Source: an optimization exercise on an open RTL-to-GDS flow (aim: a short achievable clock period and few clock cycles). Production flows keep margins and buffers that such runs may drop. Function was checked by simulation only, so behaviour that the tests miss may differ from the original. Power is estimated from default activity; no workload was simulated.

wip/tundra:
## riscv_pipeline
module riscv_pipeline (
    input  logic                  clk,
    input  logic                  rst,
    input  riscv_pipe_pkg::word_t instr,
    output riscv_pipe_pkg::word_t pc,
    input  riscv_pipe_pkg::word_t read_data,
    output logic                  data_we,
    output riscv_pipe_pkg::word_t data_addr,
    output riscv_pipe_pkg::word_t din,
    output riscv_pipe_pkg::word_t status,
    output riscv_pipe_pkg::word_t result_bytes
);
clock: 7.0 ns
lec_check: 0
abc_clock_period_in_ps: 2000
cap_margin: 20
core_margin: 2
core_utilization: 40
setup_slack_margin: 4.5
slew_margin: 20
tns_end_percent: 5
run.sh (not shown) runs the stock make flow with config.mk's settings and CLKGATE_MAP_FILE= SYNTH_SCRIPT=/design/flow/synth_recipe.tcl, a recipe that flattens the netlist after the stock synthesis.
Testbench counts of wip/tundra, summed over its fixed seeds: cycles 70,339.
#### Input delta (wip/maple over wip/tundra)
-- flow/design.v --
<<< wip/tundra, line 128
    logic        btb_ok, pred_d, need_d;
    logic [31:0] raw1_d, raw2_d;
    logic        back_e, bne_e, pred_e, tgt_bad_e, trust_e;
    logic        valid_e_r, reg_write_e_r, mem_write_e_r, load_e_r, branch_e_r, jal_e_r;
    logic        valid_e, reg_write_e, mem_write_e, load_e, branch_e, jal_e;
    logic        sub_e;
    logic [5:0]  sel_e;
    logic [31:0] rd1_e, rd2_e, opb_e, pc_e, alt_e, target_e, btb_tgt_e;
    logic [4:0]  rd_e;
    logic        reg_write_m, mem_write_m, load_m;
>>> wip/maple, line 128
    logic        btb_ok, pred_d, need_d;
    logic [31:0] raw1_d, raw2_d;
    logic        back_e, bne_e, pred_e, tgt_bad_e;
    logic        valid_e_r, reg_write_e_r, mem_write_e_r, load_e_r, branch_e_r, jal_e_r;
    logic        valid_e, reg_write_e, mem_write_e, load_e, branch_e, jal_e;
    logic        sub_e;
    logic [5:0]  sel_e;
    logic [31:0] rd1_e, rd2_e, opb_e, pc_e, alt_e, target_e;
    logic [4:0]  rd_e;
    logic        reg_write_m, mem_write_m, load_m;
<<< wip/tundra, line 278
    end
    assign taken_e    = jal_e | (branch_e & (equal_e ^ bne_e));
    assign tgt_bad_e  = trust_e & (btb_tgt_e != target_e);
    assign mispredict = valid_e & (tgt_bad_e | (branch_e & (taken_e ^ pred_e)));
    logic is_io, hit_status, hit_result;
    assign hit_status = is_io & (alu_result_m[7:0] == 8'h00);
>>> wip/maple, line 278
    end
    assign taken_e    = jal_e | (branch_e & (equal_e ^ bne_e));
    logic mis_eq, mis_ne;
    logic [31:0] pc_next_eq, pc_next_ne;
    assign mis_eq     = valid_e & (tgt_bad_e | (branch_e & !(bne_e ^ pred_e)));
    assign mis_ne     = valid_e & (tgt_bad_e | (branch_e & (bne_e ^ pred_e)));
    assign mispredict = equal_e ? mis_eq : mis_ne;
    logic is_io, hit_status, hit_result;
    assign hit_status = is_io & (alu_result_m[7:0] == 8'h00);
<<< wip/tundra, line 295
        end
    end
    always_comb begin
        if (rst) begin
            pc_next = 32'h0000_0000;
        end else if (mispredict) begin
            pc_next = tgt_bad_e ? pc_e : alt_e;
        end else if (stall) begin
            pc_next = pc_f;
        end else if (d_redir) begin
            pc_next = pred_d ? target_d : pc4_d;
        end else if (took_f) begin
            pc_next = tgt_f;
        end else begin
            pc_next = pc4_f;
        end
    end
    logic [31:0] pc_f_n;
    always_ff @(posedge clk) begin
>>> wip/maple, line 298
        end
    end
    logic [31:0] pc_norm, pc_redir;
    always_comb begin
        if (rst) begin
            pc_norm = 32'h0000_0000;
        end else if (stall) begin
            pc_norm = pc_f;
        end else if (d_redir) begin
            pc_norm = pred_d ? target_d : pc4_d;
        end else if (took_f) begin
            pc_norm = tgt_f;
        end else begin
            pc_norm = pc4_f;
        end
    end
    assign pc_redir   = tgt_bad_e ? pc_e : alt_e;
    assign pc_next_eq = (mis_eq & !rst) ? pc_redir : pc_norm;
    assign pc_next_ne = (mis_ne & !rst) ? pc_redir : pc_norm;
    assign pc_next    = equal_e ? pc_next_eq : pc_next_ne;
    logic [31:0] pc_f_n;
    always_ff @(posedge clk) begin
<<< wip/tundra, line 380
        back_e    <= is_branch & instr_d[31];
        pred_e    <= pred_d;
        trust_e   <= took_d & btb_ok;
        btb_tgt_e <= btb_tgt_d;
        alt_e     <= pred_d ? pc4_d : target_d;
        target_e  <= target_d;
>>> wip/maple, line 386
        back_e    <= is_branch & instr_d[31];
        pred_e    <= pred_d;
        tgt_bad_e <= took_d & btb_ok & (btb_tgt_d != target_d);
        alt_e     <= pred_d ? pc4_d : target_d;
        target_e  <= target_d;
Max freq wip/tundra -> wip/maple: improved
Compared with wip/tundra, wip/maple shows a lower sequential cell area.
Synthesized cell area across wip/maple and wip/tundra: no real change.
Switching portion of total power: wip/maple vs wip/tundra up 0.34 points
In wip/maple relative to wip/tundra, detailed-routing wirelength on met1 had gone up by a few percent.
Testbench counts of wip/maple, summed over its fixed seeds: cycles 70,339.

## port drivers added, routing unchanged
Ports are ideal in the flow. The routed layouts listed here were re-timed in OpenROAD. Step 1: set_driving_cell puts a clkbuf_16 on clk and a buf_2 on each other input, an assumption about the parent block. Step 2 moves the port delays by t, midway between the first and last clock arrival at a register: inputs arrive t later, outputs are due t later. That takes back most of the time a late clock gives input paths. Three values: ideal ports, drivers, drivers and shift; two values: the first two.
run | t (ns) | setup WS [ns] | worst setup path after step 2 | pins driven straight from the clock port
wip/tundra | 0.966 | 3.589 / 3.589 / 2.678 | input to register | 1
wip/maple | 0.968 | 3.626 / 3.626 / 2.742 | input to register | 1
After both steps setup and hold are still met in every run listed. For wip/tundra, which loses most, drivers alone change the setup slack by 0.000 ns; drivers and shift together by -0.911 ns.
